From an optimization exercise on the open Yosys and OpenROAD flow, aimed at small area, a short achievable clock period and few clock cycles per item; shortcuts taken in it are not production practice.
The RTL was checked by simulation tests, not by an equivalence proof against the original design.

// md_ctrl
module md_ctrl (
   input  logic        Clk,
   input  logic        Reset,
   input  logic        Start,
   input  logic [2:0]  Op,
   input  logic [31:0] A,
   input  logic [31:0] B,
   input  logic        Flush,
   output logic        Busy,
   output logic [31:0] HI,
   output logic [31:0] LO
);
For scale: about 4400 cells after synthesis, ~170 flip-flops, roughly 0.033 sq mm of cells after synthesis.
export LEC_CHECK = 0
export ABC_AREA = 1
export CAP_MARGIN = 20
export CORE_MARGIN = 2
export CORE_UTILIZATION = 40
export SLEW_MARGIN = 40
export SYNTH_HIERARCHICAL = 1
create_clock -name core_clock -period 80.0 [get_ports {Clk}]
standard.sh (not shown) runs the stock make flow with config.mk's settings and CLKGATE_MAP_FILE= SYNTH_SCRIPT=/design/flow/synth_recipe.tcl, a recipe that flattens the netlist after the stock synthesis.
==> flow/flow/run.sh <==
#!/bin/bash
# Standard layout, except that the port buffers are buf_2 cells rather than
# the default delay buffers, so the fixed input/output delays are not
# lengthened by the port buffers themselves.
set -euo pipefail
export BUFFER_PORTS_ARGS="-buffer_cell sky130_fd_sc_hd__buf_2"
bash standard.sh finish > standard_flow.log 2>&1
The first run finished clean.
Testbench counts at the start, summed over its fixed seeds: cycles 13,576, items 4,800.
Change:
Settings changed: SLEW_MARGIN 40 to 50.
Effect: The new run ran to the end with no violations. Global-route usage went up by 0.18 points. Routed wire length barely changes. Sequential share of layout area barely changes.
Change:
Settings changed: SLEW_MARGIN 50 to 80.
Outcome: Sequential share of layout area came out lower by 1.5 points; setup slack improves by 0.44 ns; global-route usage came out higher by 0.77 points; final area came out higher by 13%; maximum frequency came out higher by 2.6%; clock skew stays flat; utilization came out higher by 5.8 points; wire length came out higher by 2.2%.
Change:
Settings changed: CORE_UTILIZATION 40 to 50, SLEW_MARGIN 80 to 55.
Effect: Non-clock buffer count falls by 230; cell area falls by roughly a tenth; first-iteration DRC count rises by roughly a tenth; sequential cell count is unchanged; synthesized cell count stays the same; global-route usage rises by 8.9 points; die area falls by about a fifth; clock-buffer cell count falls by 3.

Setup of v35:
Starting RTL as in the previous note.
## md_ctrl
module md_ctrl (
   input  logic        Clk,
   input  logic        Reset,
   input  logic        Start,
   input  logic [2:0]  Op,
   input  logic [31:0] A,
   input  logic [31:0] B,
   input  logic        Flush,
   output logic        Busy,
   output logic [31:0] HI,
   output logic [31:0] LO
);
clock: 80.0 ns
lec_check: 0
abc_area: 1
cap_margin: 20
core_margin: 2
core_utilization: 40
slew_margin: 70
synth_hierarchical: 1
Scripts as last shown in full above: flow/flow/run.sh
The final layout from v35, which completed every stage, passed the timing, DRC and antenna checks at the end of the flow.
Testbench counts of v35, summed over its fixed seeds: cycles 13,576, items 4,800.
Edits applied to the flow inputs when going from v35 to v49:
- SLEW_MARGIN: 70 -> 20
Results
Compared with v35, v49 shows a sequential share of layout area that is 0.50 points higher.
[compare] base=v35 new=v49: overall routing resource usage has decreased; setup slack lost 360 ps.
Layout overhead on the synthesized area | v49 below v35
Against v35, v49 reports a setup slack of the most critical reg-to-reg path that is lower.
v49: hold slack higher than v35
v49 against v35; non-clock buffer total of the final layout is down by more than 10%.
v49 closes out successfully: all stages finished, all timing, DRC and antenna checks passed.
> inputs changed (v49 -> v16)
- changing SLEW_MARGIN from 20 to 60
==> run notes <==
Per the comparison of v16 with v49, total non-filler cell area in the finished layout now larger; share of the clock period used by the worst path after layout now smaller.
Core utilization: v16 higher than v49
There was hardly any difference in worst hold slack across all endpoints between v49 and v16.
From v49 to v16 the numbers moved as follows: final-layout fill cell count fell 43, layout overhead on the synthesized area rose 1.6 points, routed wire length fell 820 um, setup slack after layout rose 280 ps.
As far as post-layout net count is concerned, v49 and v16 perform about the same.

the previous run:
md_ctrl again, from the RTL that the note above started with.
clock: 80.0 ns
lec_check: 0
abc_area: 1
cap_margin: 20
core_margin: 2
core_utilization: 50
slew_margin: 60
synth_hierarchical: 1
Scripts as last shown in full above: flow/flow/run.sh
The previous run did not stop at any stage, and its layout met the timing, DRC and antenna checks.
Testbench counts of the previous run, summed over its fixed seeds: cycles 13,576, items 4,800.
Input-level comparison between the current run and the previous run:
Settings: CORE_UTILIZATION changed from 50 to 60.
==> run notes <==
- Clock-buffer cell count: the current run vs the previous run identical
- Relative to the previous run, the largest stage delay on the critical path of the current run is lower by 0.06 ns.
- Max slew at the pin closest to its max-slew limit across the current run and the previous run: the current run
- Diff the previous run -> the current run: final period utilization has remained practically unchanged, utilization has increased.
- Worst endpoint data arrival time delta for the current run relative to the previous run: 16.43 ns higher
- Relative to the previous run, met2 usage in global routing has increased by 9.4 points in the current run.
- Higher worst hold slack across all endpoints goes to the current run over the previous run.

## purple
Another version of the RTL of md_ctrl (not shown whole).
For scale: about 4600 cells after synthesis, roughly 0.034 mm2 of cells after synthesis.
make LEC_CHECK=0 ABC_AREA=1 CAP_MARGIN=20 CORE_MARGIN=2 CORE_UTILIZATION=40 SLEW_MARGIN=20 finish   # period 80.0 ns
run.sh (not shown) runs the stock make flow with config.mk's settings and CLKGATE_MAP_FILE= SYNTH_SCRIPT=/design/flow/synth_recipe.tcl, a recipe that flattens the netlist after the stock synthesis.
Stock flow here: none of the scripts above is used.
Testbench counts of purple, summed over its fixed seeds: cycles 13,576, items 4,800.
Modified inputs, orange compared to purple
==> flow/flow/run.sh (new file) <==
#!/bin/bash
# Standard layout, except that the port buffers are buf_2 cells rather than
# the default delay buffers, so the fixed input/output delays are not
# lengthened by the port buffers themselves.
set -euo pipefail
export BUFFER_PORTS_ARGS="-buffer_cell sky130_fd_sc_hd__buf_2"
bash standard.sh finish > standard_flow.log 2>&1
==> flow/standard.sh (new file) <==
#!/bin/bash
# synth_recipe.tcl (not shown) runs the flow's synth.tcl, then flattens the netlist and writes it again
# the make line also repeats each setting of config.mk as NAME=value (left out here)
make -C /OpenROAD-flow-scripts/flow DESIGN_CONFIG=/design/flow/config.mk WORK_HOME=/design/flow/orfs CLKGATE_MAP_FILE= SYNTH_SCRIPT=/design/flow/synth_recipe.tcl "${@:-finish}"
removed: flow/run.sh
Changes observed in orange relative to purple: number of placed I/O pins level; core utilization now smaller; final-layout worst hold slack saw a decrease. Buffer and inverter count on the worst path: orange > purple. purple vs orange, slowest cell on the critical path: nand3b_1 vs buf_4. orange vs. purple: worst-case setup slack after placement has increased.

separate check: timing with driven ports:
How much do the figures lean on ideal ports? The routed layouts below were timed once more, with nothing changed but the port constraints. Step 1 assumes that a clkbuf_16 drives the clock port and a buf_2 every other input. Step 2 also shifts input and output timing later by t, the mid clock arrival at the registers, as if the neighbouring blocks saw the same clock. Three values: ideal, step 1, step 2; two values: the first two.
run	shift t [ns]	setup slack, ns	hold WS [ns]	worst setup path after step 2
the first run of note 1	0.545	62.509 / 62.548 / 62.003	0.477 / 0.477 / 0.477	input to register
the second run of note 1	0.542	62.487 / 62.530 / 61.989	0.467 / 0.467 / 0.467	input to register
the third run of note 1	0.550	62.930 / 62.867 / 62.431	0.472 / 0.472 / 0.472	input to register
the fourth run of note 1	0.570	62.884 / 62.820 / 62.423	0.474 / 0.474 / 0.474	input to register
v35	0.544	62.854 / 62.845 / 62.350	0.472 / 0.473 / 0.473	input to register
v49	0.548	62.490 / 62.501 / 61.987	0.477 / 0.477 / 0.477	input to register
v16	0.534	62.769 / 62.789 / 62.255	0.479 / 0.479 / 0.479	input to register
the previous run	0.586	62.885 / 62.817 / 62.423	0.466 / 0.466 / 0.466	input to register
the current run	0.577	62.842 / 62.829 / 62.310	0.479 / 0.479 / 0.479	input to register
purple	0.546	61.925 / 61.962 / 61.416	0.477 / 0.477 / 0.477	input to register
orange	0.575	62.722 / 62.764 / 62.189	0.471 / 0.471 / 0.471	input to register
After both steps setup and hold are still met in every run listed. For orange, which loses most, drivers alone change the setup slack by +0.042 ns; drivers and shift together by -0.533 ns.
